This design comes from an exercise in tuning for small area on the open sky130 flow, not from production work. In this exercise RTL edits were held to simulation tests only and were not proved equivalent to the original. No activity file was given, so power comes from the tool's default toggle rates.

===== flow/flow/run.sh =====
#!/bin/bash
# Standard ORFS layout (the standard.sh, unchanged synthesis) with two
# layout-only changes: ports are buffered with the smallest buffer instead of
# clkdlybuf4s50_1, and CTS builds its tree from small clock buffers without
# dummy balancing loads.
set -euo pipefail
export BUFFER_PORTS_ARGS="-buffer_cell sky130_fd_sc_hd__buf_1"
export CTS_ARGS="-sink_clustering_enable -repair_clock_nets -dont_use_dummy_load -buf_list {sky130_fd_sc_hd__clkbuf_4 sky130_fd_sc_hd__clkbuf_8}"
bash standard.sh finish > standard_flow.log 2>&1

===== flow/standard.sh =====
#!/bin/bash
# synth_recipe.tcl (not shown) runs the flow's synth.tcl, then flattens the netlist and writes it again
# the make line also repeats each setting of config.mk as NAME=value (left out here)
make -C /OpenROAD-flow-scripts/flow DESIGN_CONFIG=/design/flow/config.mk WORK_HOME=/design/flow/orfs CLKGATE_MAP_FILE= SYNTH_SCRIPT=/design/flow/synth_recipe.tcl "${@:-finish}"

===== flow/config.mk =====
export PLATFORM = sky130hd
export DESIGN_NAME = ibex_rvfi_tracer
export DESIGN_NICKNAME = ibex_rvfi_tracer
export VERILOG_FILES = /design/flow/design.v
export SDC_FILE = /design/flow/constraint.sdc
export NUM_CORES = 4
export LEC_CHECK = 0
export CAP_MARGIN = 20
export CORE_MARGIN = 2
export CORE_UTILIZATION = 40
export SLEW_MARGIN = 20

===== flow/constraint.sdc =====
create_clock -name core_clock -period 5.0 [get_ports {clk_i}]
set_input_delay 1.0000 -clock core_clock [delete_from_list [all_inputs] [get_ports {clk_i}]]
set_output_delay 1.0000 -clock core_clock [all_outputs]
set_load 0.01 [all_outputs]

===== flow/design.v =====
package ibex_pkg;
  typedef struct packed {
    logic [63:0] cycle;
    logic [31:0] hart;
    logic [63:0] order;
    logic [31:0] pc;
    logic [31:0] next_pc;
    logic [31:0] insn;
    logic [1:0]  mode;
    logic        trap;
    logic        halt;
    logic        intr;
    logic        compressed;
    logic [4:0]  rd_addr;
    logic [31:0] rd_wdata;
    logic [31:0] mem_addr;
    logic [3:0]  mem_rmask;
    logic [3:0]  mem_wmask;
    logic [31:0] mem_data;
  } trace_rec_t;
  localparam int unsigned TraceRecW = 371;   
  typedef struct packed {
    logic [63:0] cycle;
    logic [63:0] order;
    logic [31:0] pc;
    logic [31:0] next_pc;
    logic [31:0] insn;
    logic [1:0]  mode;
    logic        trap;
    logic        halt;
    logic        intr;
    logic [4:0]  rd_addr;
    logic [31:0] rd_wdata;
    logic [31:0] mem_addr;
    logic [3:0]  mem_rmask;
    logic [3:0]  mem_wmask;
    logic [31:0] mem_data;
  } slot_rec_t;
  localparam int unsigned SlotRecW = 338;   
  typedef enum logic [1:0] {
    MEM_NONE  = 2'd0,
    MEM_READ  = 2'd1,
    MEM_WRITE = 2'd2
  } mem_kind_e;
  function automatic logic [1:0] mem_kind_of(input logic [3:0] rmask,
                                             input logic [3:0] wmask);
    if (wmask != 4'b0000) begin
      mem_kind_of = 2'd2;   
    end else if (rmask != 4'b0000) begin
      mem_kind_of = 2'd1;    
    end else begin
      mem_kind_of = 2'd0;    
    end
  endfunction
  function automatic logic is_compressed(input logic [31:0] insn);
    is_compressed = insn[1:0] != 2'b11;
  endfunction
  function automatic logic is_succ(input logic [63:0] a, input logic [63:0] b);
    logic [63:0] t;
    logic        ok;
    t  = a ^ b;
    ok = t[0];
    for (int i = 0; i < 63; i++) begin
      ok = ok & (t[i+1] ? (t[i] & b[i]) : (~t[i] | a[i]));
    end
    is_succ = ok;
  endfunction
endpackage
module ibex_trace_fifo #(
  parameter int unsigned Width = 32,
  parameter int unsigned Depth = 4
) (
  input  logic                   clk_i,
  input  logic                   rst_ni,
  input  logic                   push_i,
  input  logic [Width-1:0]       wdata_i,
  output logic                   full_o,
  input  logic                   pop_i,
  output logic                   empty_o,
  output logic [Depth-1:0]       head_sel_o,
  output logic [Depth*Width-1:0] slots_o
);
  localparam int unsigned AddrW = $clog2(Depth);
  localparam int unsigned PtrW  = AddrW + 1;
  logic [PtrW-1:0]  wr_ptr_q, rd_ptr_q;
  logic [AddrW-1:0] wr_idx, rd_idx;
  logic             push_acc, pop_acc;
  logic [Width-1:0] mem_q [Depth];
  assign wr_idx  = wr_ptr_q[AddrW-1:0];
  assign rd_idx  = rd_ptr_q[AddrW-1:0];
  assign empty_o = (wr_ptr_q == rd_ptr_q);
  assign full_o  = (wr_ptr_q[AddrW] != rd_ptr_q[AddrW]) && (wr_idx == rd_idx);
  assign pop_acc  = pop_i & ~empty_o;
  assign push_acc = push_i & (~full_o | pop_acc);
  always_ff @(posedge clk_i or negedge rst_ni) begin
    if (!rst_ni) begin
      wr_ptr_q <= '0;
      rd_ptr_q <= '0;
    end else begin
      wr_ptr_q <= wr_ptr_q + PtrW'(push_acc);
      rd_ptr_q <= rd_ptr_q + PtrW'(pop_acc);
    end
  end
  for (genvar gi = 0; gi < Depth; gi++) begin : g_slot
    always_ff @(posedge clk_i) begin
      if (push_acc && (wr_idx == AddrW'(gi))) begin
        mem_q[gi] <= wdata_i;
      end
    end
    assign head_sel_o[gi]            = ~empty_o & (rd_idx == AddrW'(gi));
    assign slots_o[gi*Width +: Width] = mem_q[gi];
  end
endmodule
module ibex_rvfi_tracer #(
  parameter int unsigned Depth    = 4,
  parameter int unsigned DropCntW = 16
) (
  input  logic                clk_i,
  input  logic                rst_ni,
  input  logic [31:0]         hart_id_i,
  input  logic                rvfi_valid,
  input  logic [63:0]         rvfi_order,
  input  logic [31:0]         rvfi_insn,
  input  logic                rvfi_trap,
  input  logic                rvfi_halt,
  input  logic                rvfi_intr,
  input  logic [1:0]          rvfi_mode,
  input  logic [31:0]         rvfi_pc_rdata,
  input  logic [31:0]         rvfi_pc_wdata,
  input  logic [4:0]          rvfi_rd_addr,
  input  logic [31:0]         rvfi_rd_wdata,
  input  logic [31:0]         rvfi_mem_addr,
  input  logic [3:0]          rvfi_mem_rmask,
  input  logic [3:0]          rvfi_mem_wmask,
  input  logic [31:0]         rvfi_mem_rdata,
  input  logic [31:0]         rvfi_mem_wdata,
  output logic                trace_valid_o,
  input  logic                trace_ready_i,
  output logic [ibex_pkg::TraceRecW-1:0] trace_rec_o,
  output logic                order_err_o,
  output logic                overflow_o,
  output logic [DropCntW-1:0] drop_cnt_o,
  output logic [63:0]         retired_cnt_o
  );
  localparam int unsigned SlotW = ibex_pkg::SlotRecW;
  ibex_pkg::slot_rec_t   slot_d;
  ibex_pkg::trace_rec_t  rec_out;
  logic [Depth-1:0]       head_sel;
  logic [Depth*SlotW-1:0] slots;
  logic                   fifo_full, fifo_empty;
  logic                   pop, drop;
  logic                   wr_kind;
  logic [3:0]             wbyte, rbyte;
  logic [63:0]         cycle_q;
  logic [63:0]         retired_q;
  logic [DropCntW-1:0] drop_cnt_q;
  logic                overflow_q;
  logic                order_first_q;
  logic [63:0]         order_last_q;
  logic                order_err_q;
  assign wr_kind = rvfi_mem_wmask != 4'b0000;
  assign wbyte   = rvfi_mem_wmask & {4{wr_kind}};
  assign rbyte   = rvfi_mem_rmask & {4{~wr_kind}};
  always_comb begin
    slot_d           = '0;
    slot_d.cycle     = cycle_q;
    slot_d.order     = rvfi_order;
    slot_d.pc        = rvfi_pc_rdata;
    slot_d.next_pc   = rvfi_pc_wdata;
    slot_d.insn      = rvfi_insn;
    slot_d.mode      = rvfi_mode;
    slot_d.trap      = rvfi_trap;
    slot_d.halt      = rvfi_halt;
    slot_d.intr      = rvfi_intr;
    slot_d.rd_addr   = rvfi_rd_addr;
    slot_d.rd_wdata  = rvfi_rd_wdata;
    slot_d.mem_addr  = rvfi_mem_addr;
    slot_d.mem_rmask = rvfi_mem_rmask;
    slot_d.mem_wmask = rvfi_mem_wmask;
    for (int b = 0; b < 4; b++) begin
      slot_d.mem_data[b*8 +: 8] = (rvfi_mem_wdata[b*8 +: 8] & {8{wbyte[b]}}) |
                                  (rvfi_mem_rdata[b*8 +: 8] & {8{rbyte[b]}});
    end
  end
  assign trace_valid_o = ~fifo_empty;
  assign pop           = trace_valid_o & trace_ready_i;
  assign drop          = rvfi_valid & fifo_full & ~pop;
  ibex_trace_fifo #(
    .Width (SlotW),
    .Depth (Depth)
  ) u_fifo (
    .clk_i      (clk_i),
    .rst_ni     (rst_ni),
    .push_i     (rvfi_valid),
    .wdata_i    (slot_d),
    .full_o     (fifo_full),
    .pop_i      (pop),
    .empty_o    (fifo_empty),
    .head_sel_o (head_sel),
    .slots_o    (slots)
  );
  logic [ibex_pkg::TraceRecW-1:0] masked [Depth];
  for (genvar gi = 0; gi < Depth; gi++) begin : g_head
    ibex_pkg::slot_rec_t s;
    logic hs, hs_rd, hs_mem;
    assign s      = slots[gi*SlotW +: SlotW];
    assign hs     = head_sel[gi];
    assign hs_rd  = hs & (s.rd_addr != 5'd0);
    assign hs_mem = hs & ((s.mem_rmask != 4'b0000) | (s.mem_wmask != 4'b0000));
    assign masked[gi] = {s.cycle     & {64{hs}},
                         32'd0,
                         s.order     & {64{hs}},
                         s.pc        & {32{hs}},
                         s.next_pc   & {32{hs}},
                         s.insn      & {32{hs}},
                         s.mode      & {2{hs}},
                         s.trap      & hs,
                         s.halt      & hs,
                         s.intr      & hs,
                         1'b0,
                         s.rd_addr   & {5{hs}},
                         s.rd_wdata  & {32{hs_rd}},
                         s.mem_addr  & {32{hs_mem}},
                         s.mem_rmask & {4{hs}},
                         s.mem_wmask & {4{hs}},
                         s.mem_data  & {32{hs}}};
  end
  always_comb begin
    rec_out = '0;
    for (int i = 0; i < Depth; i++) begin
      rec_out = rec_out | masked[i];
    end
    rec_out.hart       = hart_id_i & {32{trace_valid_o}};
    rec_out.compressed = trace_valid_o & ibex_pkg::is_compressed(rec_out.insn);
  end
  assign trace_rec_o = rec_out;
  always_ff @(posedge clk_i or negedge rst_ni) begin
    if (!rst_ni) begin
      cycle_q    <= '0;
      retired_q  <= '0;
      drop_cnt_q <= '0;
      overflow_q <= 1'b0;
    end else begin
      cycle_q   <= cycle_q + 64'd1;
      retired_q <= retired_q + {63'd0, rvfi_valid};
      if (drop) begin
        overflow_q <= 1'b1;
        if (drop_cnt_q != {DropCntW{1'b1}}) begin
          drop_cnt_q <= drop_cnt_q + DropCntW'(1);
        end
      end
    end
  end
  always_ff @(posedge clk_i or negedge rst_ni) begin
    if (!rst_ni) begin
      order_first_q <= 1'b1;
      order_err_q   <= 1'b0;
    end else if (rvfi_valid) begin
      order_first_q <= 1'b0;
      if (!order_first_q && !ibex_pkg::is_succ(rvfi_order, order_last_q)) begin
        order_err_q <= 1'b1;
      end
    end
  end
  always_ff @(posedge clk_i) begin
    if (rvfi_valid) begin
      order_last_q <= rvfi_order;
    end
  end
  assign retired_cnt_o = retired_q;
  assign drop_cnt_o    = drop_cnt_q;
  assign overflow_o    = overflow_q;
  assign order_err_o   = order_err_q;
endmodule

==> impl_metrics.tcl, run 1 <==
set metrics [dict create \
    die_area_um2 152000 \
    io_pins 796 \
    slew_violations 0 \
    cts_made_buffers 278 \
    leakage_uw 0.0244 \
    powerDensity_nw_per_um2 582 \
    ys_seq_area_frac 0.776 \
    arrival_ns 3.85 \
    cts_tree "yes" \
    grt_antenna_before_repair 44 \
    cpPeakStageDelay_ns 0.71 \
    grtUsageMet3 0.0693 \
    regArea_um2 46400 \
    fillers 12856 \
    core_area_um2 148000 \
    clock_skew_ns 0.0740 \
    grt_pass1_wl_um 232000 \
    fin_cells 6514 \
    timing.final.hold_violations 0 \
    gp_congestion 0.811 \
    port_buffers 795 \
    hpwl_um 102000 \
    yosys_warnings 4 \
    yosysTopAreaCell "edfxtp_1" \
    synth_area_um2 59700 \
    synth_top_area_frac 0.712 \
    rows 141 \
    path_max_fanout 134 \
    yosysUniqueCellTypes 55 \
    finalNetCount 5044 \
    insertion_delay_ns 0.93 \
    hold_ws_ns 0.299 \
    path_clk_slew_ns 0.06 \
    ys_ff_latch 1569 \
    wl_um 160000 \
    clock_path_buffers 4 \
    ys.flop_type "edfxtp_1" \
    crit_slowest_cell "xnor2_2" \
    post-route-drc-count 0 \
    cts_resized 0 \
    grt_usage 0.204 \
    finalCritPeriodShare 0.970 \
    die_w_um 390 \
    synth.net_count 4076 \
    layout_min_cycle_time_ns 4.85 \
    path_class "flop to primary output" \
    htree_levels 5 \
    synthCells 3600 \
    multi_input_area_um2 12400 \
    synth_area_leaders "edfxtp_1 (71%), a22oi_1 (8.6%), dfrtp_1 (6.4%), ha_1 (2.8%), nand2_1 (2.5%)" \
    setup_viol 0 \
    ant_nets 0 \
    drive_gt1_frac 0.0821 \
    initial_core_util 0.404 \
    synth-edff-count 1416 \
    path_cells "xnor2_2 > a311oi_4 > buf_12 > a22oi_1 > nand2_1 > buf_1" \
    outcome "finished clean" \
    grt_pass1_vias 34803 \
    final_common_cell "edfxtp_1" \
    ir_worst_vdd_uv 811 \
    max_cap_violations 0 \
    cts_root_buf "clkbuf_8" \
    cts_sinks 1569 \
    synth-async-reset-ratio 0.0975 \
    start_kind "flop" \
    vias_per_cell 5.47 \
    dp_cells 6217 \
    holdBufCountCts 1 \
    gr-usage-met2 0.307 \
    grt_max_degree 143 \
    fp.dieH_um 390 \
    drtIter0Drc 2543 \
    layout_common_cells "edfxtp_1 (1,416), buf_1 (793), a22oi_1 (681), nand2_1 (397), clkbuf_8 (278)" \
    utilization 0.467 \
    grt_overflow 0 \
    cpLargestDelayFamily "compound AO/OA/AOI/OAI gates" \
    rsz0062_at_grt "false" \
    required_ns 4.00 \
    busiest_layer "met2" \
    crit_buf_inv 2 \
    fmax_mhz 206 \
    vias 35623 \
    postCtsSetupBuffers 0 \
    firstDrtPassIters 6 \
    wl_per_cell_um 24.6 \
    maxSlewHeadroom 0.177 \
    crit_path_end_kind "primary output" \
    avgSynthCellArea_um2 16.6 \
    worst_slew_pin_slew_ns 1.23 \
    met1_usage 0.277 \
    min_path_type "primary input to flop" \
    syn_to_final_growth_pct 15.8 \
]
==> metal layers <==
layer,vias up,wire (um)
li1,15924,-
met1,17877,67100
met2,1461,73200
met3,319,15500
met4,42,4360
met5,-,275
==> state kept, by name, indices dropped and copies added, names as in the netlist <==
register	flops
cycle_q	64
drop_cnt_q	16
order_err_q	1
order_first_q	1
order_last_q	64
overflow_q	1
retired_q	64
u_fifo.mem_q	1352
u_fifo.rd_ptr_q	3
u_fifo.wr_ptr_q	3
==> cell usage after synthesis (2+ instances only) <==
| cell | n |
|---|---|
| edfxtp_1 | 1416 |
| a22oi_1 | 681 |
| nand2_1 | 398 |
| dfrtp_1 | 152 |
| ha_1 | 134 |
| buf_2 | 109 |
| inv_1 | 81 |
| xnor2_1 | 77 |
| xor2_1 | 68 |
| and2_1 | 49 |
| nand3_1 | 49 |
| clkbuf_1 | 46 |
| nor2_1 | 43 |
| nand4_1 | 40 |
| nor3_1 | 38 |
| a22o_1 | 35 |
| nor4_1 | 29 |
| and3_1 | 28 |
| buf_1 | 18 |
| o2bb2ai_1 | 13 |
| a21oi_1 | 11 |
| o22ai_1 | 11 |
| and4_1 | 10 |
| o2111ai_1 | 6 |
| or4_1 | 6 |
| o211ai_1 | 5 |
| a211oi_1 | 4 |
| a221oi_1 | 4 |
| o21a_1 | 4 |
| a21boi_2 | 3 |
| or2_2 | 3 |
| a311oi_2 | 2 |
| nand4_2 | 2 |
| nor4_2 | 2 |
| nor4_4 | 2 |
| or3_1 | 2 |
==> through the flow <==
step | setup TNS, ns | total power [uW] | worst slack [ns] | instance area, um^2
global placement | 0 | 31200 | 1.23 | 65300
global route | 0 | 42300 | 0.0551 | 69100
finish | 0 | 40300 | 0.150 | 69100
CTS | 0 | 40700 | 0.170 | 69100
floorplan | -1746.56 | 25500 | -1.80 | 59700
detailed placement | 0 | 31200 | 1.26 | 65300
==> cell type report <==
type / instances / share of cell area
sequential: 1569 / 0.670
multi-input combinational: 1776 / 0.179
timing repair buffer: 862 / 0.0556
clock buffer: 278 / 0.0553
tap: 1930 / 0.0349
inverter: 81 / 0.00440
antenna: 18 / 0.000651
==> worst paths after layout <==
kind / from / end / slack [ns] / depth (start not counted)
worst max-delay path: u_fifo.wr_ptr_q[2] / trace_rec_o[333] / 0.15 / 6
worst min-delay path: rvfi_insn[9] / u_fifo.mem_q[0][123] / 0.30 / 1
worst max register to register: u_fifo.wr_ptr_q[0] / u_fifo.mem_q[3][232] / 1.56 / 6
worst min register to register: order_first_q / order_first_q / 0.45 / 2
max in group asynchronous: rst_ni / order_err_q / 3.28 / 3
min in group asynchronous: rst_ni / retired_q[51] / 0.64 / 2
==> where the power goes <==
part	internal, uW	leakage (uW)	switching (uW)
registers	16900	0.0153	597
logic	3610	0.00709	9750
clock network	4900	0.00200	4510
total	25400	0.0244	14900
==> kinds of logic (layout without fill, tap and decap cells) <==
kind of cell | after synthesis | in the layout | synth area share
fa+ha+maj | 134 | 134 | 0.0281
xor+xnor | 146 | 146 | 0.0215
flops | 1569 | 1569 | 0.776
other cells | 0 | 18 | 0
simple gates | 707 | 707 | 0.0555
buf+inv | 255 | 1221 | 0.0184
compound gates | 787 | 787 | 0.100
mux | 2 | 2 | 0.000356
==> run 2, diff against run 1 <==
==> flow/flow/run.sh (replaced) <==
#!/bin/bash
# Standard ORFS layout (the standard.sh, unchanged synthesis) with two
# layout-only changes: ports are buffered with the smallest buffer instead of
# clkdlybuf4s50_1, and CTS builds its tree from clkbuf_8 leaves driving larger
# sink clusters, without dummy balancing loads.
set -euo pipefail
export BUFFER_PORTS_ARGS="-buffer_cell sky130_fd_sc_hd__buf_1"
export CTS_ARGS="-sink_clustering_enable -repair_clock_nets -dont_use_dummy_load -buf_list {sky130_fd_sc_hd__clkbuf_8} -sink_clustering_size 20 -sink_clustering_max_diameter 60"
bash standard.sh finish > standard_flow.log 2>&1
--- a/flow/config.mk
+++ b/flow/config.mk
@@ -9,3 +9,3 @@
 export CORE_MARGIN = 2
-export CORE_UTILIZATION = 40
+export CORE_UTILIZATION = 65
 export SLEW_MARGIN = 20
==> run 2 against run 1 <==
Net effect:
- first-iteration DRC count increased by 50%
- register-to-register slack improved by 0.32 ns
- worst hold slack worse by 0.0065 ns
==> impl_metrics.tcl, run 2 <==
set metrics [dict create \
    grt_max_degree 158 \
    min_path_type "primary input to asynchronous set/reset pin" \
    arrival_ns 3.51 \
    layout_min_cycle_time_ns 4.51 \
    met1_usage 0.433 \
    wl_per_cell_um 27.0 \
    leakage_uw 0.0231 \
    setup_viol 0 \
    required_ns 4.00 \
    fmax_mhz 222 \
    ir_worst_vdd_uv 625 \
    cts_sinks 1569 \
    gr-usage-met2 0.480 \
    rsz0062_at_grt "false" \
    grt_pass1_wl_um 218000 \
    synth_area_leaders "edfxtp_1 (71%), a22oi_1 (8.6%), dfrtp_1 (6.4%), ha_1 (2.8%), nand2_1 (2.5%)" \
    grt_usage 0.314 \
    die_w_um 307 \
    firstDrtPassIters 6 \
    htree_levels 3 \
    yosys_warnings 4 \
    timing.final.hold_violations 0 \
    cts_tree "yes" \
    die_area_um2 94300 \
    maxSlewHeadroom 0.287 \
    core_area_um2 91400 \
    start_kind "flop" \
    hpwl_um 99300 \
    finalCritPeriodShare 0.901 \
    yosys-top-cells-count "edfxtp_1 (1,416), a22oi_1 (681), nand2_1 (398)" \
    worst_slew_pin_slew_ns 1.07 \
    post-route-cell-area_um2 65800 \
    synth_area_um2 59700 \
    synthCells 3600 \
    ys_seq_area_frac 0.776 \
    vias 35309 \
    outcome "finished clean" \
    clock_path_buffers 3 \
    postCtsSetupBuffers 0 \
    cts_resized 0 \
    clock_skew_ns 0.0786 \
    layout_common_cells "edfxtp_1 (1,416), buf_1 (793), a22oi_1 (681), nand2_1 (397), dfrtp_1 (152)" \
    ys_ff_latch 1569 \
    ant_nets 0 \
    largest_register_ffs 1352 \
    rows 111 \
    max_cap_violations 0 \
    syn_to_final_growth_pct 10.2 \
    fp.dieH_um 307 \
    setup_slack_ns 0.494 \
    slew_violations 0 \
    crit_path_end_kind "primary output" \
    avgSynthCellArea_um2 16.6 \
    finalNetCount 4860 \
    path_clk_slew_ns 0.11 \
    grt_overflow 0 \
    place_ws_ns 1.34 \
    cts_root_buf "clkbuf_8" \
    top_register "u_fifo.mem_q" \
    fillers 5999 \
    grt_pass1_vias 33362 \
    cts_made_buffers 106 \
    ys.flop_type "edfxtp_1" \
    synth.most_common_cell "edfxtp_1" \
    final_common_cell "edfxtp_1" \
    final.setup.tns_ns 0 \
    post-route-drc-count 0 \
    port_buffers 795 \
    wl_um 151000 \
    synth_top_area_frac 0.712 \
    yosysTopAreaCell "edfxtp_1" \
    path_max_fanout 157 \
    drive_gt1_frac 0.0436 \
    insertion_delay_ns 0.79 \
    holdBufCountCts 0 \
    busiest_layer "met2" \
    powerDensity_nw_per_um2 554 \
    initial_core_util 0.654 \
    yosysUniqueCellTypes 55 \
    drtIter0Drc 3816 \
    path_class "flop to primary output" \
    grtUsageMet3 0.0970 \
    grt_antenna_before_repair 43 \
    vias_per_cell 6.31 \
    synth-async-reset-ratio 0.0975 \
    io_pins 796 \
    synth-edff-count 1416 \
    post_dp_cell_area_um2 64300 \
    gp_congestion 0.884 \
    synth.net_count 4076 \
]
-- run 2: cell counts after synthesis --
Identical to the previous run, type by type.
-- run 2: cell type report --
type / count / area [um^2] / share of cell area
multi-input combinational: 1776 / 12400 / 0.188
clock buffer: 106 / 1460 / 0.0222
sequential: 1569 / 46400 / 0.704
inverter: 81 / 304 / 0.00462
antenna: 31 / 77.6 / 0.00118
timing repair buffer: 850 / 3770 / 0.0573
tap: 1186 / 1480 / 0.0226
-- run 2: final timing paths --
check                                    from  cells after the start                    to  slack (ns)
max reg2reg                u_fifo.rd_ptr_q[1]                      6  u_fifo.mem_q[3][123]        1.88
min reg2reg                     order_first_q                      2         order_first_q        0.46
min in group core_clock         rvfi_insn[25]                      1  u_fifo.mem_q[3][139]        0.46
max                        u_fifo.wr_ptr_q[1]                      6      trace_rec_o[366]        0.49
min                                    rst_ni                      1         retired_q[53]        0.29
max in group asynchronous              rst_ni                      2         drop_cnt_q[6]        3.61
-- run 2: critical path, stage by stage, from the launching register on --
cell and delay [ns]:
dfrtp_1 0.54, inv_1 0.24, a311oi_4 0.47, buf_12 0.57
a22oi_1 0.20, nand2_1 0.11, buf_1 0.39
-- run 2: cells by family (layout without fill, tap and decap cells) --
logic type      after synthesis  after routing  share of synthesized area
compound gates              787            787                      0.100
xor+xnor                    146            146                     0.0215
fa+ha+maj                   134            134                     0.0281
buf+inv                     255           1037                     0.0184
flops                      1569           1569                      0.776
mux                           2              2                   0.000356
other cells                   0             31                          0
simple gates                707            707                     0.0555
-- run 2: per-stage QoR --
| step | util | hold slack [ns] | total power, uW | instances |
|---|---|---|---|---|
| after floorplan | - | 0.431 | 25500 | 3600 |
| after global placement | 0.703 | 0.446 | 31000 | 5462 |
| after detailed placement | 0.703 | 0.454 | 31200 | 5462 |
| after CTS | 0.719 | 0.219 | 36600 | 5568 |
| after global routing | 0.720 | 0.262 | 38100 | 5583 |
| final | 0.720 | 0.293 | 36500 | 5599 |
-- run 2: power by group --
part	internal (uW)	total [uW]	switching, uW
Sequential	16900	17500	614
Combinational	3570	13400	9870
Clock	1900	5550	3660
-- run 2: routing by layer --
metal	vias up	wire, um
met4	34	5640
met5	-	222
met3	288	16200
li1	15556	-
met1	17767	58700
met2	1664	70300
==> run 3, diff against run 2 <==
--- a/flow/config.mk
+++ b/flow/config.mk
@@ -9,3 +9,3 @@
 export CORE_MARGIN = 2
-export CORE_UTILIZATION = 65
+export CORE_UTILIZATION = 40
 export SLEW_MARGIN = 20
==> run 3 against run 2 <==
Net effect:
- design area up 1.6%
- wire length up 4.3%
- sequential share of layout area decreased by 1.1 points
- critical path type unchanged
==> impl_metrics.tcl, run 3 <==
set metrics [dict create \
    final.setup.tns_ns 0 \
    maxSlewHeadroom 0.205 \
    top_register "u_fifo.mem_q" \
    slew_violations 0 \
    grt_pass1_vias 33348 \
    die_w_um 390 \
    wl_met2_um 72300 \
    met3_length_um 14500 \
    synth-edff-count 1416 \
    vias_per_cell 5.48 \
    ant_nets 0 \
    fp.dieH_um 390 \
    core_area_um2 148000 \
    ys_ff_latch 1569 \
    rows 141 \
    syn_to_final_growth_pct 11.9 \
    finalCritPeriodShare 0.920 \
    path_max_fanout 142 \
    cts_tree "yes" \
    holdBufCountCts 0 \
    gp_congestion 0.811 \
    largest_register_ffs 1352 \
    leakage_uw 0.0232 \
    timing.rr.start "u_fifo.wr_ptr_q[0]" \
    worst_slew_pin_slew_ns 1.19 \
    firstDrtPassIters 5 \
    synth-async-reset-ratio 0.0975 \
    wl_per_cell_um 24.8 \
    timing.final.hold_violations 0 \
    arrival_ns 3.60 \
    met1_length_um 67400 \
    drive_gt1_frac 0.0475 \
    hold_ws_ns 0.155 \
    final_common_cell "edfxtp_1" \
    synth_top_area_frac 0.712 \
    vias 34772 \
    path_clk_slew_ns 0.12 \
    io_pins 796 \
    synth.net_count 4076 \
    cts_made_buffers 112 \
    insertion_delay_ns 0.88 \
    clock_skew_ns 0.149 \
    yosys-top-cells-count "edfxtp_1 (1,416), a22oi_1 (681), nand2_1 (398)" \
    worstRegToRegCells 6 \
    powerDensity_nw_per_um2 547 \
    regToRegSetupSlack_ns 1.64 \
    finalNetCount 4877 \
    start_kind "flop" \
    grt_usage 0.200 \
    cts_sinks 1569 \
    die_area_um2 152000 \
    post-route-drc-count 0 \
    layout_min_cycle_time_ns 4.60 \
    rsz0062_at_grt "false" \
    layout_common_cells "edfxtp_1 (1,416), buf_1 (793), a22oi_1 (681), nand2_1 (397), dfrtp_1 (152)" \
    synth.most_common_cell "edfxtp_1" \
    yosysTopAreaCell "edfxtp_1" \
    avgSynthCellArea_um2 16.6 \
    r2r_end "u_fifo.mem_q[3][244]" \
    dp_cells 6217 \
    htree_levels 3 \
    crit_path_end_kind "primary output" \
    hpwl_um 102000 \
    drtIter0Drc 2796 \
    initial_core_util 0.404 \
    required_ns 4.00 \
    postCtsSetupBuffers 0 \
    ys.flop_type "edfxtp_1" \
    cts_root_buf "clkbuf_8" \
    setup_viol 0 \
    grt_pass1_wl_um 228000 \
    fmax_mhz 217 \
    synth_area_leaders "edfxtp_1 (71%), a22oi_1 (8.6%), dfrtp_1 (6.4%), ha_1 (2.8%), nand2_1 (2.5%)" \
    yosys_warnings 4 \
    top_layer_used "met5" \
    grt_antenna_before_repair 47 \
    ys_seq_area_frac 0.776 \
    outcome "finished clean" \
    synthCells 3600 \
    clock_path_buffers 3 \
    min_path_type "primary input to asynchronous set/reset pin" \
    wl_um 158000 \
    synth_area_um2 59700 \
    cts_resized 0 \
    grt_max_degree 143 \
    ir_worst_vdd_uv 831 \
    fin_cells 6348 \
    max_cap_violations 0 \
    yosysUniqueCellTypes 55 \
    grt_overflow 0 \
    path_class "flop to primary output" \
    port_buffers 795 \
]
## run 3: changes by cell type in the layout (fill, tap and decap cells not counted)
| cell | previous run | this run |
|---|---|---|
| or3_2 | 0 | 1 |
| clkbuf_8 | 106 | 112 |
| buf_4 | 26 | 38 |
| diode_2 | 31 | 19 |
| buf_12 | 29 | 28 |
| or3_1 | 2 | 1 |
## run 3: kinds of logic (layout without fill, tap and decap cells)
logic type               count (synthesis)  count (layout)  synth area share
flip-flops                            1569            1569             0.776
AO/OA/AOI/OAI                          787             787             0.100
AND/OR/NAND/NOR                        707             707            0.0555
buffers and inverters                  255            1054            0.0184
XOR/XNOR                               146             146            0.0215
adder cells (fa/ha/maj)                134             134            0.0281
multiplexers                             2               2          0.000356
other                                    0              19                 0
## run 3: worst max path at each step
stage | cells after the start | slack, ns | from | to
floorplan | 4 | -1.80 | trace_ready_i | u_fifo.mem_q[1][0]
global placement | 6 | 1.23 | u_fifo.wr_ptr_q[2] | trace_rec_o[105]
detailed placement | 6 | 1.26 | u_fifo.wr_ptr_q[2] | trace_rec_o[105]
CTS | 6 | 0.36 | u_fifo.wr_ptr_q[2] | trace_rec_o[105]
global route | 6 | 0.25 | u_fifo.rd_ptr_q[2] | trace_rec_o[370]
finish | 6 | 0.40 | u_fifo.rd_ptr_q[2] | trace_rec_o[370]
## run 3: metal layers
layer | vias to the layer above | global-route usage
li1 | 15590 | -
met1 | 17706 | 0.279
met2 | 1223 | 0.307
met3 | 211 | 0.0625
met4 | 42 | 0.0463
met5 | - | 0
## run 3: critical path: stages, from the launching register on
cell and delay (ns):
dfrtp_1 0.43, xnor2_2 0.34, a311oi_4 0.54, buf_12 0.48, a22oi_1 0.15, nand2_1 0.14, buf_1 0.34
## run 3: power breakdown
group	switching, uW	internal, uW
Combinational	9750	3610
Sequential	597	16900
Clock	3770	1990
Total	14100	22500
## run 3: final cells by class
type,count,area [um^2]
Multi-Input combinational cell,1776,12400
Tap cell,1930,2410
Timing Repair Buffer,861,3840
Fill cell,13027,81200
Sequential cell,1569,46400
Inverter,81,304
Clock buffer,112,1540
Antenna cell,19,47.5
## run 3: stage by stage
step / util / area (um^2) / setup slack, ns / power [uW]
detailed placement: 0.441 / 65300 / 1.26 / 31200
CTS: 0.451 / 66800 / 0.360 / 37000
finish: 0.452 / 66800 / 0.400 / 36600
global placement: 0.441 / 65300 / 1.23 / 31200
global route: 0.452 / 66800 / 0.246 / 38500
floorplan: - / 59700 / -1.80 / 25500
==> run 4, diff against run 3 <==
==> flow/run.sh (new file) <==
#!/bin/bash
# synth_recipe.tcl (not shown) runs the flow's synth.tcl, then flattens the netlist and writes it again
# the make line also repeats each setting of config.mk as NAME=value (left out here)
make -C /OpenROAD-flow-scripts/flow DESIGN_CONFIG=/design/flow/config.mk WORK_HOME=/design/flow/orfs CLKGATE_MAP_FILE= SYNTH_SCRIPT=/design/flow/synth_recipe.tcl finish
removed: flow/flow/run.sh
removed: flow/standard.sh
==> run 4 against run 3 <==
Net effect:
- sequential cell count did not move
- fmax is 3.6% lower
- synthesized cell count stayed put
- die area stayed put
- sequential share of layout area decreased by 7.9 points
- clock power is 100% higher
- cell count increased by 3.1%
- critical endpoint is now trace_rec_o[312]
==> impl_metrics.tcl, run 4 <==
set metrics [dict create \
    outcome "finished clean" \
    synth_area_um2 59700 \
    htree_levels 4 \
    synth.net_count 4076 \
    hold_ws_ns 0.237 \
    path_cells "inv_1 > o311a_4 > buf_12 > a22oi_1 > nand2_1 > clkdlybuf4s50_1" \
    layout_common_cells "edfxtp_1 (1,416), clkdlybuf4s50_1 (793), a22oi_1 (681), nand2_1 (397), clkbuf_16 (166)" \
    crit_path_end_kind "primary output" \
    dp_cells 6211 \
    yosys-top-cells-count "edfxtp_1 (1,416), a22oi_1 (681), nand2_1 (398)" \
    maxSlewHeadroom 0.317 \
    worstRegToRegCells 5 \
    grt_overflow 0 \
    post-route-drc-count 0 \
    path_clk_slew_ns 0.06 \
    gp_congestion 0.817 \
    yosysTopAreaCell "edfxtp_1" \
    avgSynthCellArea_um2 16.6 \
    fin_cells 6544 \
    cts_root_buf "clkbuf_16" \
    rows 141 \
    grt_usage 0.212 \
    ir_worst_vdd_uv 615 \
    drtIter0Drc 2638 \
    hpwl_um 105000 \
    rsz0062_at_grt "false" \
    synth_top_area_frac 0.712 \
    insertion_delay_ns 0.79 \
    ant_nets 0 \
    core_area_um2 148000 \
    path_max_fanout 123 \
    leakage_uw 0.0270 \
    start_kind "flop" \
    finalCritPeriodShare 0.954 \
    clock_skew_ns 0.0338 \
    wl_um 166000 \
    synthSimpleGateAreaFrac 0.0555 \
    synth-edff-count 1416 \
    timing.final.hold_violations 0 \
    synthCells 3600 \
    syn_to_final_growth_pct 26.4 \
    largest_register_ffs 1352 \
    crit_slowest_cell "a22oi_1" \
    initial_core_util 0.404 \
    muxShareOfSynthArea 0.000356 \
    cpPeakStageDelay_ns 0.56 \
    synth_top_family_by_area "compound AO/OA/AOI/OAI gates" \
    cts_sinks 1569 \
    yosysUniqueCellTypes 55 \
    grt_pass1_wl_um 238000 \
    r2r_end "u_fifo.mem_q[2][275]" \
    vias_per_cell 5.39 \
    wl_per_cell_um 25.4 \
    regToRegSetupSlack_ns 1.65 \
    ys.flop_type "edfxtp_1" \
    ys_ff_latch 1569 \
    fmax_mhz 210 \
    io_pins 796 \
    finalNetCount 4928 \
    timing.rr.start "u_fifo.wr_ptr_q[2]" \
    slew_violations 0 \
    die_w_um 390 \
    min_path_type "primary input to asynchronous set/reset pin" \
    grt_antenna_before_repair 37 \
    required_ns 4.00 \
    ys_seq_area_frac 0.776 \
    fp.dieH_um 390 \
    max_cap_violations 0 \
    die_area_um2 152000 \
    synth_compound_area_frac 0.100 \
    synth-adder-area-share 0.0281 \
    powerDensity_nw_per_um2 611 \
    vias 35277 \
    arrival_ns 3.77 \
    cts_made_buffers 162 \
    clock_path_buffers 3 \
    grt_pass1_vias 35044 \
    worst_slew_pin_slew_ns 1.02 \
    fillers 12196 \
    synth.most_common_cell "edfxtp_1" \
    firstDrtPassIters 5 \
    synth-async-reset-ratio 0.0975 \
    yosys_warnings 4 \
    layout_min_cycle_time_ns 4.77 \
    path_class "flop to primary output" \
    top_register "u_fifo.mem_q" \
    port_buffers 795 \
    synth_area_leaders "edfxtp_1 (71%), a22oi_1 (8.6%), dfrtp_1 (6.4%), ha_1 (2.8%), nand2_1 (2.5%)" \
    final_common_cell "edfxtp_1" \
    synthXorXnorAreaFrac 0.0215 \
    cts_tree "yes" \
    grt_max_degree 142 \
    setup_viol 0 \
    drive_gt1_frac 0.0715 \
]
## run 4: cell counts after synthesis
No cell type changed its count.
## run 4: routing by layer
layer,share of wire,GRT usage,wire [um]
met1,0.42,0.284,69600
met3,0.091,0.0694,15200
met5,0.0011,0,190
met4,0.018,0.0626,3060
met2,0.47,0.328,78100
## run 4: logic make-up (layout without fill, tap and decap cells)
logic type	Yosys count	in the layout
AO/OA/AOI/OAI	787	787
XOR/XNOR	146	146
adder cells (fa/ha/maj)	134	134
buffers and inverters	255	1244
flip-flops	1569	1569
multiplexers	2	2
other	0	25
AND/OR/NAND/NOR	707	707
## run 4: power breakdown
group / internal, uW / leakage (uW) / switching (uW) / total, uW
logic: 7030 / 0.00919 / 9940 / 17000
registers: 16900 / 0.0153 / 595 / 17500
clock network: 6610 / 0.00252 / 5060 / 11700
## run 4: area by class of cell
class	instances	area, um^2	area share
sequential	1569	46400	0.614
multi-input combinational	1776	12400	0.164
timing repair buffer	862	8870	0.117
clock buffer	204	4290	0.0569
inverter	81	304	0.00403
tap	1930	2410	0.0320
antenna	25	62.6	0.000829
clock inverter	97	855	0.0113
## run 4: worst max-delay path by stage
stage                                   from                   to
final                     u_fifo.wr_ptr_q[1]     trace_rec_o[312]
after global placement     rvfi_mem_wmask[3]  u_fifo.mem_q[2][29]
after detailed placement   rvfi_mem_wmask[3]  u_fifo.mem_q[2][29]
after CTS                 u_fifo.wr_ptr_q[1]     trace_rec_o[323]
after global routing      u_fifo.wr_ptr_q[1]     trace_rec_o[219]
after floorplan                trace_ready_i   u_fifo.mem_q[1][0]
## run 4: repair_timing
action,in CTS,in global routing
gates resized for setup,0,4
hold buffers,0,0
setup endpoints to repair,0,89
buffers inserted,0,5
## run 4: critical path, delay by kind of cell, from the launching register on
family          cells  cell delay [ns]
flops               1             0.53
buf+inv             3             0.98
simple gates        1             0.12
compound gates      2             1.11
## run 4: per-stage QoR
| stage | cell area (um^2) | worst slack (ns) | power, uW | TNS, ns | util |
|---|---|---|---|---|---|
| final | 75500 | 0.230 | 46100 | 0 | 0.510 |
| after global routing | 75500 | 0.0715 | 48300 | 0 | 0.510 |
| after CTS | 75400 | 0.00414 | 46500 | 0 | 0.509 |
| after detailed placement | 70200 | 0.767 | 34800 | 0 | 0.474 |
| after global placement | 70200 | 0.770 | 34800 | 0 | 0.474 |
| after floorplan | 59700 | -1.80 | 25500 | -1746.56 | - |
==> run 5, diff against run 4 <==
--- a/flow/design.v
+++ b/flow/design.v
@@ -58,10 +58,5 @@
   function automatic logic is_succ(input logic [63:0] a, input logic [63:0] b);
-    logic [63:0] t;
-    logic        ok;
-    t  = a ^ b;
-    ok = t[0];
-    for (int i = 0; i < 63; i++) begin
-      ok = ok & (t[i+1] ? (t[i] & b[i]) : (~t[i] | a[i]));
-    end
-    is_succ = ok;
+    logic [63:0] g;
+    g = ~a & b;
+    is_succ = ((a ^ b ^ {g[62:0], 1'b1}) == 64'd0);
   endfunction
==> flow/flow/run.sh (new file) <==
#!/bin/bash
# Standard ORFS layout (the standard.sh, unchanged synthesis) with two
# layout-only changes: ports are buffered with the smallest buffer instead of
# clkdlybuf4s50_1, and CTS builds its tree from clkbuf_8 leaves driving larger
# sink clusters, without dummy balancing loads. The make output goes to
# standard_flow.log; each ORFS step keeps its own log under orfs/logs.
set -euo pipefail
export BUFFER_PORTS_ARGS="-buffer_cell sky130_fd_sc_hd__buf_1"
export CTS_ARGS="-sink_clustering_enable -repair_clock_nets -dont_use_dummy_load -buf_list {sky130_fd_sc_hd__clkbuf_8} -sink_clustering_size 16 -sink_clustering_max_diameter 50"
bash standard.sh finish > standard_flow.log 2>&1
==> flow/standard.sh (new file) <==
#!/bin/bash
# synth_recipe.tcl (not shown) runs the flow's synth.tcl, then flattens the netlist and writes it again
# the make line also repeats each setting of config.mk as NAME=value (left out here)
make -C /OpenROAD-flow-scripts/flow DESIGN_CONFIG=/design/flow/config.mk WORK_HOME=/design/flow/orfs CLKGATE_MAP_FILE= SYNTH_SCRIPT=/design/flow/synth_recipe.tcl "${@:-finish}"
--- a/flow/config.mk
+++ b/flow/config.mk
@@ -9,3 +9,3 @@
 export CORE_MARGIN = 2
-export CORE_UTILIZATION = 40
+export CORE_UTILIZATION = 50
 export SLEW_MARGIN = 20
removed: flow/run.sh
==> run 5 against run 4 <==
Net effect:
- still clean
- critical path depth rose by 1
- synthesized cell count fell by 1.5%
- fmax rose by 5.4%
- utilization rose by 5.3 points
- worst setup slack improved by 0.24 ns
- register-to-register slack improved by 0.24 ns
==> impl_metrics.tcl, run 5 <==
set metrics [dict create \
    cts_made_buffers 143 \
    ys_ff_latch 1569 \
    synth-async-reset-ratio 0.0975 \
    cpPeakStageDelay_ns 0.72 \
    path_clk_slew_ns 0.08 \
    synth-edff-count 1416 \
    maxSlewHeadroom 0.302 \
    synth_area_um2 59000 \
    wl_um 149000 \
    yosysUniqueCellTypes 51 \
    hpwl_um 95200 \
    synth.most_common_cell "edfxtp_1" \
    drive_gt1_frac 0.0568 \
    ys.flop_type "edfxtp_1" \
    core_area_um2 118000 \
    gp_congestion 0.810 \
    leakage_uw 0.0230 \
    die_area_um2 121000 \
    io_pins 796 \
    htree_levels 4 \
    timing.final.hold_violations 0 \
    initial_core_util 0.502 \
    required_ns 4.00 \
    path_max_fanout 32 \
    fmax_mhz 221 \
    min_path_type "primary input to asynchronous set/reset pin" \
    layout_min_cycle_time_ns 4.53 \
    syn_to_final_growth_pct 12.2 \
    path_class "flop to primary output" \
    synth_top_area_frac 0.721 \
    grt_overflow 0 \
    crit_path_end_kind "primary output" \
    cpLargestDelayFamily "compound AO/OA/AOI/OAI gates" \
    grt_pass1_wl_um 217000 \
    cts_resized 0 \
    slew_violations 0 \
    synth_area_leaders "edfxtp_1 (72%), a22oi_1 (8.6%), dfrtp_1 (6.4%), nand2_1 (2.5%), ha_1 (1.5%)" \
    vias_per_cell 5.75 \
    grt_max_degree 132 \
    die_w_um 347 \
    worst_slew_pin_slew_ns 1.05 \
    yosys_warnings 4 \
    grt_usage 0.242 \
    rows 126 \
    cts_sinks 1569 \
    final.setup.tns_ns 0 \
    max_cap_violations 0 \
    ys_seq_area_frac 0.786 \
    largest_register_ffs 1352 \
    layout_common_cells "edfxtp_1 (1,416), buf_1 (793), a22oi_1 (678), nand2_1 (391), dfrtp_1 (152)" \
    insertion_delay_ns 0.86 \
    finalNetCount 4799 \
    rsz0062_at_grt "false" \
    postCtsSetupBuffers 0 \
    dp_cells 5777 \
    yosysTopAreaCell "edfxtp_1" \
    ant_nets 0 \
    path_cells "inv_1 > a311oi_4 > a21boi_2 > buf_4 > a22oi_1 > nand2_1 > buf_1" \
    clock_skew_ns 0.0896 \
    regToRegSetupSlack_ns 1.89 \
    avgSynthCellArea_um2 16.6 \
    fp.dieH_um 347 \
    fin_cells 5936 \
    port_buffers 795 \
    ir_worst_vdd_uv 401 \
    clock_path_buffers 3 \
    synthCells 3547 \
    synth.net_count 3960 \
    grt_antenna_before_repair 23 \
    drtIter0Drc 3068 \
    vias 34106 \
    arrival_ns 3.53 \
    grt_pass1_vias 32848 \
    worstRegToRegCells 7 \
    r2r_end "u_fifo.mem_q[1][67]" \
    start_kind "flop" \
    cts_root_buf "clkbuf_8" \
    timing.rr.start "u_fifo.rd_ptr_q[2]" \
    cts_tree "yes" \
    finalCritPeriodShare 0.906 \
    crit_slowest_cell "a311oi_4" \
    final_common_cell "edfxtp_1" \
    yosys-top-cells-count "edfxtp_1 (1,416), a22oi_1 (678), nand2_1 (391)" \
    setup_viol 0 \
    post-route-drc-count 0 \
    top_register "u_fifo.mem_q" \
    crit_buf_inv 3 \
    holdBufCountCts 0 \
    firstDrtPassIters 5 \
    outcome "finished clean" \
    wl_per_cell_um 25.1 \
    powerDensity_nw_per_um2 564 \
]
==> run 5: cell count changes after synthesis, sizes merged, moves of 12 or more <==
cell and delta:
inv +13, buf -57, ha -63, nand3 +12, o2bb2ai -13, nor3 +14, nor2 +18, clkbuf +46
and3 -19, xor2 +32, xnor2 +12
==> run 5: kinds of logic after synthesis <==
family	Yosys count	share of synthesized area
compound gates	743	0.0955
xor+xnor	190	0.0282
fa+ha+maj	71	0.0151
buf+inv	257	0.0175
flops	1569	0.786
mux	1	0.000191
simple gates	716	0.0579
==> run 5: cell type report <==
class | count | area [um^2]
clock buffer | 143 | 1970
fill | 9321 | 51400
antenna | 16 | 40.0
tap | 1536 | 1920
multi-input combinational | 1721 | 11700
inverter | 94 | 353
timing repair buffer | 857 | 3830
sequential | 1569 | 46400
==> run 5: routing by layer <==
layer	vias up	global-route usage	share of wire
met1	17158	0.334	0.42
met5	-	0	0.00068
li1	15440	-	-
met3	213	0.0648	0.085
met2	1281	0.375	0.47
met4	14	0.0815	0.027
==> run 5: through the flow <==
stage	util	total power, uW	cell area (um^2)	hold WS (ns)	setup slack (ns)
floorplan	-	25500	59000	0.431	-4.69
global placement	0.546	31200	64200	0.444	1.27
detailed placement	0.546	31300	64200	0.452	1.26
CTS	0.562	37700	66100	0.245	0.380
global route	0.563	39200	66200	0.327	0.232
finish	0.563	37300	66200	0.304	0.472
==> run 5: worst max path at each step <==
stage	from	to	slack (ns)	cells after the start
after CTS	u_fifo.wr_ptr_q[1]	trace_rec_o[41]	0.38	7
after floorplan	trace_ready_i	u_fifo.mem_q[0][0]	-4.69	3
after detailed placement	u_fifo.wr_ptr_q[1]	trace_rec_o[41]	1.26	7
final	u_fifo.wr_ptr_q[1]	trace_rec_o[41]	0.47	7
after global placement	u_fifo.wr_ptr_q[1]	trace_rec_o[41]	1.27	7
after global routing	u_fifo.wr_ptr_q[1]	trace_rec_o[44]	0.23	7
==> run 5: where the power goes <==
group          switching (uW)  total, uW  internal [uW]
registers                 604      17500          16900
clock network            3860       6410           2550
logic                    9710      13400           3690
==> run 6, diff against run 5 <==
--- a/flow/design.v
+++ b/flow/design.v
@@ -58,5 +58,5 @@
   function automatic logic is_succ(input logic [63:0] a, input logic [63:0] b);
-    logic [63:0] g;
-    g = ~a & b;
-    is_succ = ((a ^ b ^ {g[62:0], 1'b1}) == 64'd0);
+    logic [63:0] t;
+    t = a ^ b;
+    is_succ = ((t ^ {t[62:0] & b[62:0], 1'b1}) == 64'd0);
   endfunction
@@ -231,2 +231,13 @@
   assign trace_rec_o = rec_out;
+  logic [63:0] cycle_inc;
+  logic [64:0] cycle_cy;
+  logic        drop_inc;
+  always_comb begin
+    cycle_cy[0] = 1'b1;
+    for (int i = 0; i < 64; i++) begin
+      cycle_inc[i]  = cycle_q[i] ^ cycle_cy[i];
+      cycle_cy[i+1] = cycle_q[i] & cycle_cy[i];
+    end
+  end
+  assign drop_inc = drop & (drop_cnt_q != {DropCntW{1'b1}});
   always_ff @(posedge clk_i or negedge rst_ni) begin
@@ -238,9 +249,7 @@
     end else begin
-      cycle_q   <= cycle_q + 64'd1;
-      retired_q <= retired_q + {63'd0, rvfi_valid};
+      cycle_q    <= cycle_inc;
+      retired_q  <= retired_q + {63'd0, rvfi_valid};
+      drop_cnt_q <= drop_cnt_q + {{(DropCntW-1){1'b0}}, drop_inc};
       if (drop) begin
         overflow_q <= 1'b1;
-        if (drop_cnt_q != {DropCntW{1'b1}}) begin
-          drop_cnt_q <= drop_cnt_q + DropCntW'(1);
-        end
       end
--- a/flow/config.mk
+++ b/flow/config.mk
@@ -9,3 +9,3 @@
 export CORE_MARGIN = 2
-export CORE_UTILIZATION = 50
+export CORE_UTILIZATION = 65
 export SLEW_MARGIN = 20
==> run 6 against run 5 <==
Net effect:
- the layout now fails its checks (setup timing)
- die area shrank 24%
- combinational power grew 9%
- global-route usage rose by 6.1 points
==> impl_metrics.tcl, run 6 <==
set metrics [dict create \
    outcome "complete, but fails checks" \
    failed_checks "setup timing" \
    final_common_cell "edfxtp_1" \
    worst_slew_pin_slew_ns 0.934 \
    cpLargestDelayFamily "adder cells" \
    path_max_fanout 2 \
    grt_antenna_before_repair 25 \
    fmax_mhz 97.2 \
    crit_path_end_kind "flop" \
    gp_congestion 0.908 \
    hold_ws_ns 0.325 \
    timing.rr.start "cycle_q[1]" \
    synth.most_common_cell "edfxtp_1" \
    setup_viol 35 \
    ant_nets 0 \
    rows 109 \
    drtIter0Drc 2704 \
    wl_um 142000 \
    post-route-drc-count 0 \
    layout_common_cells "edfxtp_1 (1,416), buf_1 (793), a22o_1 (370), a221o_1 (338), dfrtp_1 (152)" \
    avgSynthCellArea_um2 19.1 \
    vias_per_cell 6.45 \
    largest_register_ffs 1352 \
    crit_end "cycle_q[63]" \
    ys.flop_type "edfxtp_1" \
    core_area_um2 88600 \
    setup_slack_ns -5.29 \
    drive_gt1_frac 0.0828 \
    finalCritPeriodShare 2.06 \
    yosysTopAreaCell "edfxtp_1" \
    crit_top_cell "ha_4" \
    powerDensity_nw_per_um2 585 \
    holdBufCountCts 0 \
    layout_min_cycle_time_ns 10.29 \
    power_uw 38600 \
    finalNetCount 4392 \
    synth.net_count 3521 \
    maxSlewHeadroom 0.377 \
    ir_worst_vdd_uv 550 \
    initial_core_util 0.657 \
    start_kind "flop" \
    cp_num_cells 63 \
    arrival_ns 11.00 \
    dp_cells 4937 \
    syn_to_final_growth_pct 13.4 \
    timing.final.hold_violations 0 \
    path_class "flop to flop" \
    yosys_warnings 4 \
    min_path_type "primary input to asynchronous set/reset pin" \
    slew_violations 0 \
    cts_root_buf "clkbuf_8" \
    grt_overflow 0 \
    io_pins 796 \
    top_register "u_fifo.mem_q" \
    synth_top_area_frac 0.730 \
    cpPeakStageDelay_ns 0.42 \
    required_ns 5.71 \
    fin_cells 5108 \
    regToRegSetupSlack_ns -5.29 \
    grt_max_degree 137 \
    wl_per_cell_um 27.7 \
    cts_tree "yes" \
    htree_levels 4 \
    max_cap_violations 0 \
    synth_area_leaders "edfxtp_1 (73%), dfrtp_1 (6.5%), a221o_1 (5.8%), a22o_1 (5.6%), ha_1 (2.9%)" \
    r2r_end "cycle_q[63]" \
    worstRegToRegCells 63 \
    post_dp_cell_area_um2 64000 \
    yosys-top-cells-count "edfxtp_1 (1,416), a22o_1 (370), a221o_1 (338)" \
    port_buffers 795 \
    path_clk_slew_ns 0.09 \
    ys_ff_latch 1569 \
    rsz0062_at_grt "true" \
    die_w_um 303 \
    grt_pass1_wl_um 204000 \
    crit_start "cycle_q[1]" \
    synthCells 3046 \
    insertion_delay_ns 0.84 \
    synth-async-reset-ratio 0.0975 \
    grt_usage 0.302 \
    synth-edff-count 1416 \
    hpwl_um 91600 \
    clock_path_buffers 3 \
    firstDrtPassIters 5 \
    crit_buf_inv 0 \
    clock_skew_ns 0.0518 \
    post-route-cell-area_um2 66000 \
    cts_sinks 1569 \
    grt_pass1_vias 32655 \
    fillers 5279 \
    yosysUniqueCellTypes 44 \
    fp.dieH_um 303 \
    cts_made_buffers 141 \
    ys_seq_area_frac 0.796 \
    die_area_um2 92000 \
    synth_area_um2 58200 \
    leakage_uw 0.0224 \
    vias 32951 \
    crit_slowest_cell "dfrtp_1" \
]
==> run 6: repair_timing <==
action / in CTS / in global routing
resized for setup: 1 / 1
buffers inserted: 1 / 1
pin swaps: 0 / 1
gates cloned: 0 / 0
setup endpoints to repair: 37 / 36
==> run 6: final cells by class <==
class	instances	area, um^2	area share
antenna	28	70.1	0.00106
clock buffer	141	1940	0.0294
inverter	74	278	0.00421
multi-input combinational	1242	11900	0.180
sequential	1569	46400	0.702
tap	1165	1460	0.0221
timing repair buffer	889	4030	0.0611
==> run 6: metal layers <==
metal	track usage	vias to the layer above	wire length (um)
met4	0.133	10	6060
met1	0.396	16923	52700
met5	0	-	73
met2	0.488	1447	70000
li1	-	14307	-
met3	0.0747	264	12700
==> run 6: through the flow <==
stage / setup WS [ns] / TNS [ns] / util
2_1_floorplan: -5.02 / -1286.21 / -
3_3_place_gp: -5.16 / -91.39 / 0.722
3_5_place_dp: -5.33 / -95.83 / 0.722
4_1_cts: -5.33 / -96.23 / 0.744
5_1_grt: -5.47 / -100.14 / 0.744
6_report: -5.29 / -95.55 / 0.745
==> run 6: where the power goes <==
part	internal (uW)	total [uW]	switching [uW]	leakage [uW]
logic	4930	14600	9670	0.00646
registers	17100	17700	661	0.0150
clock network	2520	6260	3750	0.00101
==> run 6: worst min-delay path by stage <==
stage                     slack [ns]       endpoint  depth (start not counted)           from
final                           0.32  retired_q[22]                          1         rst_ni
after global routing            0.35  retired_q[19]                          1         rst_ni
after CTS                       0.29  retired_q[20]                          1         rst_ni
after detailed placement        0.45  order_first_q                          2  order_first_q
after global placement          0.45  order_first_q                          2  order_first_q
after floorplan                 0.43  order_first_q                          2  order_first_q
==> run 6: logic make-up after synthesis <==
family / Yosys count / synth area share
and+or+nand+nor: 240 / 0.0233
xor gates and xnor gates: 128 / 0.0193
adders and majority gates: 133 / 0.0286
buffers and inverters: 235 / 0.0153
DFF: 1569 / 0.796
AOI/OAI and AO/OA: 741 / 0.118
==> run 7, diff against run 6 <==
--- a/flow/config.mk
+++ b/flow/config.mk
@@ -9,3 +9,3 @@
 export CORE_MARGIN = 2
-export CORE_UTILIZATION = 65
+export CORE_UTILIZATION = 50
 export SLEW_MARGIN = 20
==> run 7 against run 6 <==
Net effect:
- the layout still fails its checks (setup timing)
- clock power grew 3%
- non-clock buffer count grew 29
- die area grew 30%
- via count shrank 2.6%
- register-to-register slack is essentially flat
- largest cell class unchanged
==> impl_metrics.tcl, run 7 <==
set metrics [dict create \
    grt_usage 0.236 \
    post_dp_cell_area_um2 64600 \
    post-route-cell-area_um2 66700 \
    syn_to_final_growth_pct 14.5 \
    htree_levels 4 \
    synth.net_count 3521 \
    path_clk_slew_ns 0.10 \
    port_buffers 795 \
    layout_min_cycle_time_ns 10.31 \
    crit_path_end_kind "flop" \
    top_register "u_fifo.mem_q" \
    ys_seq_area_frac 0.796 \
    ant_nets 0 \
    path_class "flop to flop" \
    wl_per_cell_um 26.2 \
    max_cap_violations 0 \
    leakage_uw 0.0226 \
    clock_skew_ns 0.104 \
    synth_top_area_frac 0.730 \
    drive_gt1_frac 0.0902 \
    outcome "complete, but fails checks" \
    initial_core_util 0.502 \
    gp_congestion 0.957 \
    cts_made_buffers 144 \
    largest_register_ffs 1352 \
    post-route-drc-count 0 \
    setup_viol 35 \
    finalNetCount 4424 \
    cts_tree "yes" \
    synth-async-reset-ratio 0.0975 \
    cpPeakStageDelay_ns 0.40 \
    io_pins 796 \
    fmax_mhz 97.0 \
    clock_path_buffers 3 \
    ir_worst_vdd_uv 345 \
    worst_slew_pin_slew_ns 0.945 \
    cts_root_buf "clkbuf_8" \
    maxSlewHeadroom 0.370 \
    cts_sinks 1569 \
    yosys_warnings 4 \
    yosysUniqueCellTypes 44 \
    avgSynthCellArea_um2 19.1 \
    ys.flop_type "edfxtp_1" \
    synth.most_common_cell "edfxtp_1" \
    final_common_cell "edfxtp_1" \
    drtIter0Drc 2448 \
    yosysTopAreaCell "edfxtp_1" \
    slew_violations 0 \
    utilization 0.575 \
    crit_top_cell "ha_4" \
    yosys-top-cells-count "edfxtp_1 (1,416), a22o_1 (370), a221o_1 (338)" \
    layout_common_cells "edfxtp_1 (1,416), buf_1 (793), a22o_1 (370), a221o_1 (338), dfrtp_1 (152)" \
    insertion_delay_ns 0.85 \
    rsz0062_at_grt "true" \
    rows 125 \
    vias 32078 \
    firstDrtPassIters 5 \
    die_area_um2 119000 \
    grt_max_degree 154 \
    powerDensity_nw_per_um2 580 \
    synthCells 3046 \
    hpwl_um 92900 \
    synth-edff-count 1416 \
    die_w_um 345 \
    grt_pass1_wl_um 209000 \
    fp.dieH_um 345 \
    grt_overflow 0 \
    finalCritPeriodShare 2.06 \
    core_area_um2 116000 \
    synth_area_um2 58200 \
    grt_antenna_before_repair 20 \
    setup_slack_ns -5.31 \
    synth_area_leaders "edfxtp_1 (73%), dfrtp_1 (6.5%), a221o_1 (5.8%), a22o_1 (5.6%), ha_1 (2.9%)" \
    failed_checks "setup timing" \
    wl_um 144000 \
    min_path_type "primary input to asynchronous set/reset pin" \
    timing.final.hold_violations 0 \
    vias_per_cell 5.85 \
    ys_ff_latch 1569 \
    crit_slowest_cell "dfrtp_1" \
    path_max_fanout 2 \
    start_kind "flop" \
    required_ns 5.62 \
    grt_pass1_vias 31701 \
    arrival_ns 10.93 \
]
[run 7: cell counts after synthesis]
No cell type changed its count.
[run 7: kinds of logic (layout without fill, tap and decap cells)]
| logic type | count (synthesis) | count (layout) | share of synthesized area |
|---|---|---|---|
| flip-flops | 1569 | 1569 | 0.796 |
| adder cells (fa/ha/maj) | 133 | 133 | 0.0286 |
| AO/OA/AOI/OAI | 741 | 741 | 0.118 |
| other | 0 | 15 | 0 |
| AND/OR/NAND/NOR | 240 | 240 | 0.0233 |
| XOR/XNOR | 128 | 128 | 0.0193 |
| buffers and inverters | 235 | 1136 | 0.0153 |
[run 7: repair_timing]
action | 4_1_cts | 5_1_grt
hold buffers | 0 | 0
buffers inserted | 1 | 0
endpoints found under the hold margin | 0 | 0
resized for setup | 1 | 1
endpoints found under the setup margin | 43 | 36
pin swaps | 1 | 1
[run 7: layout make-up]
| class | count | area [um^2] |
|---|---|---|
| Antenna cell | 15 | 37.5 |
| Clock buffer | 144 | 1980 |
| Fill cell | 9030 | 49200 |
| Inverter | 74 | 278 |
| Multi-Input combinational cell | 1242 | 11900 |
| Sequential cell | 1569 | 46400 |
| Tap cell | 1524 | 1910 |
| Timing Repair Buffer | 918 | 4260 |
[run 7: power by group]
group / internal, uW / total (uW) / switching [uW]
logic: 5020 / 14600 / 9590
registers: 17100 / 17700 / 605
clock network: 2570 / 6430 / 3860
total: 24600 / 38700 / 14100
[run 7: per-layer routing]
layer / wire length [um] / vias up / track usage
li1: - / 14335 / -
met5: 76 / - / 0
met3: 9810 / 207 / 0.0566
met4: 4510 / 10 / 0.0820
met1: 58900 / 16467 / 0.309
met2: 70300 / 1059 / 0.387
[run 7: critical path, delay by kind of cell (launching register included)]
family                   cells  cell delay [ns]
XOR/XNOR                     1             0.13
adder cells (fa/ha/maj)     62             9.43
flip-flops                   1             0.40
[run 7: final timing paths]
| check | end | from | slack, ns | depth (start not counted) |
|---|---|---|---|---|
| min in group core_clock | u_fifo.mem_q[2][185] | rvfi_pc_rdata[7] | 0.41 | 1 |
| min reg2reg | order_first_q | order_first_q | 0.47 | 2 |
| min | retired_q[42] | rst_ni | 0.33 | 2 |
| max reg2reg | cycle_q[63] | cycle_q[0] | -5.31 | 63 |
| max in group asynchronous | u_fifo.wr_ptr_q[0] | rst_ni | 3.94 | 2 |
| max | cycle_q[63] | cycle_q[0] | -5.31 | 63 |
[run 7: per-stage QoR]
step                TNS (ns)  hold WS [ns]  std cells  total power [uW]  worst slack [ns]
floorplan           -1286.21         0.431       3046             26600             -5.02
global placement      -92.07         0.451       5326             32700             -5.18
detailed placement    -93.56         0.448       5326             32800             -5.23
CTS                   -95.16         0.306       5471             39200             -5.34
global route         -100.24         0.360       5479             40600             -5.54
finish                -94.48         0.334       5486             38700             -5.31

-- port drivers added, routing unchanged --
No port has a modelled driver above. Below, the same layouts with a new extraction and two added sets of constraints.
Step 1 assumes that a clkbuf_16 drives the clock port and a buf_2 every other input.
Step 2 also shifts input and output timing later by t, the mid clock arrival at the registers, as if the neighbouring blocks saw the same clock.
Slacks: ideal ports / drivers / drivers and shift; pairs: ideal ports / drivers.
run	t (ns)	setup WS [ns]	worst setup path at the end	worst register clock-pin slew, ns	worst data-port slew with drivers (ns)
run 1	0.982	0.150 / 0.074 / 1.056	register to output	0.07 / 0.07	0.20
run 2	0.825	0.494 / 0.424 / 1.248	register to output	0.12 / 0.12	0.19
run 3	0.877	0.400 / 0.325 / 1.203	register to output	0.12 / 0.12	0.21
run 4	0.851	0.230 / 0.151 / 0.871	input to register	0.07 / 0.07	0.19
run 5	0.873	0.472 / 0.397 / 1.270	register to output	0.10 / 0.10	0.17
run 6	0.875	-5.292 / -5.292 / -5.292	register to register	0.10 / 0.10	0.15
run 7	0.856	-5.306 / -5.306 / -5.306	register to register	0.10 / 0.10	0.13
